From an optimization exercise on the open Yosys and OpenROAD flow, aimed at a short achievable clock period and few clock cycles per item; shortcuts taken in it are not production practice. In this exercise RTL edits were held to simulation tests only and were not proved equivalent to the original.

==> trial 98 <==
// integer_calculator_alu
module integer_calculator_alu #(
  parameter int DATA_WIDTH = 32
) (
  input  logic        clk_i,
  input  logic        rst_ni,
  input  logic        in_valid_i,
  output logic        in_ready_o,
  input  logic [3:0]  req_type_i,
  input  logic [31:0] operand_a_i,
  input  logic [31:0] operand_b_i,
  output logic        out_valid_o,
  input  logic        out_ready_i,
  output logic [31:0] result_value_o,
  output logic [2:0]  status_o
);
  function automatic logic [5:0] ctz32(input logic [31:0] v);
    logic [15:0] v16;
    logic [7:0]  v8;
    logic [3:0]  v4;
    logic [1:0]  v2;
    logic        z16, z8, z4, z2, z1;
    z16 = (v[15:0] == '0);
    v16 = z16 ? v[31:16] : v[15:0];
    z8  = (v16[7:0] == '0);
    v8  = z8 ? v16[15:8] : v16[7:0];
    z4  = (v8[3:0] == '0);
    v4  = z4 ? v8[7:4] : v8[3:0];
    z2  = (v4[1:0] == '0);
    v2  = z2 ? v4[3:2] : v4[1:0];
    z1  = ~v2[0];
    ctz32 = (v == '0) ? 6'd32 : {1'b0, z16, z8, z4, z2, z1};
  endfunction
  function automatic logic [5:0] clz32(input logic [31:0] v);
  ...
Settings: LEC_CHECK=0, ABC_CLOCK_PERIOD_IN_PS=3000, CAP_MARGIN=20, CORE_MARGIN=2, CORE_UTILIZATION=30, SETUP_SLACK_MARGIN=3.5, SLEW_MARGIN=20, TNS_END_PERCENT=100; clock period 8.0 ns.
run.sh (not shown) runs the stock make flow with config.mk's settings and CLKGATE_MAP_FILE= SYNTH_SCRIPT=/design/flow/synth_recipe.tcl, a recipe that flattens the netlist after the stock synthesis.
==> trial 9 (differences from trial 98) <==
--- a/flow/design.v
+++ b/flow/design.v
@@ -2295,20 +2295,21 @@
   logic [5:0]  h_la, h_lb, s_la, s_lb, in_la, in_lb;
   assign in_pa = operand_a_i[31] ? (~operand_a_i + 32'd1) : operand_a_i;
   assign in_pb = operand_b_i[31] ? (~operand_b_i + 32'd1) : operand_b_i;
   assign in_la = clz32(operand_a_i ^ {32{operand_a_i[31]}}) - {5'd0, operand_a_i[31]};
   assign in_lb = clz32(operand_b_i ^ {32{operand_b_i[31]}});
   logic [30:0] h_gx, h_gy, s_gx, s_gy, in_gx, in_gy;
   logic [4:0]  h_gk, s_gk, in_gk;
   logic [5:0]  h_gzb, s_gzb, in_gzb;
-  logic [5:0]  in_ta, in_tb, in_tab;
-  assign in_ta  = ctz32(operand_a_i | ((req_type_i == OP_LCM) ? operand_b_i : 32'd0));
+  logic [5:0]  in_ta, in_tb, in_tab, in_ta0;
+  assign in_ta0 = ctz32(operand_a_i);
   assign in_tb  = ctz32(operand_b_i);
   assign in_tab = ctz32(operand_a_i | operand_b_i);
+  assign in_ta  = (req_type_i == OP_LCM) ? in_tab : in_ta0;
   assign in_gx  = 31'(operand_a_i >> in_ta[4:0]);
   assign in_gy  = 31'(operand_b_i >> in_tb[4:0]);
   assign in_gk  = in_tab[4:0];
   assign in_gzb = clz32(operand_b_i);
   logic [31:0] h_a, h_b, s_a, s_b;
   logic        pop;
   logic        accept;
   assign in_ready_o = ~s_v;
Settings changed: SETUP_SLACK_MARGIN 3.5 to 4.5.
==> summary.txt <==
Critical path
  – CP top delay family: compound AO/OA/AOI/OAI gates
  – Stages on worst setup path: 20

Layout
  – Number of cells in the finished layout apart from fillers: 22,080
  – Count of non-CTS inverters in the layout: between 1,000 and 1,500

Global route
  – Wire length of the first global-routing pass: a little over 900,000 µm

Outcome
  – Outcome: no timing/DRC/antenna violations
[end of results for trial 9]
==> summary.txt <==
Critical path
  – CP top delay family: simple AND/OR/NAND/NOR gates

Layout
  – Number of cells in the finished layout apart from fillers: ~22,000
  – Count of non-CTS inverters in the layout: ~1,000

Global route
  – Wire length of the first global-routing pass: 921,800 µm

Outcome
  – Outcome: no timing/DRC/antenna violations
[end of results for trial 98]
Testbench counts of trial 98, summed over its fixed seeds: cycles 11,351, items 2,400.
Testbench counts of trial 9, summed over its fixed seeds: cycles 11,351, items 2,400.

re-timing with driven ports:
No port has a modelled driver above. Below, the same layouts with a new extraction and two added sets of constraints. Step 1: set_driving_cell puts a clkbuf_16 on clk_i and a buf_2 on each other input, an assumption about the parent block. Step 2 moves the port delays by t, midway between the first and last clock arrival at a register: inputs arrive t later, outputs are due t later. That takes back most of the time a late clock gives input paths. a / b / c = no drivers / after step 1 / after step 2; a / b = the first two.
| run | t, ns | slack for setup (ns) | worst setup path after step 2 | latest minus earliest clock arrival (ns) | cell pins on the clock port's net |
|---|---|---|---|---|---|
| trial 98 | 1.056 | 2.706 / 2.706 / 1.993 | input to register | 0.185 / 0.185 | 1 |
| trial 9 | 1.017 | 2.726 / 2.726 / 1.861 | input to register | 0.106 / 0.106 | 1 |
After both steps every run listed still meets setup and hold. The setup slack of trial 9, which loses most, moves by 0.000 ns with the drivers and by -0.865 ns with both steps.
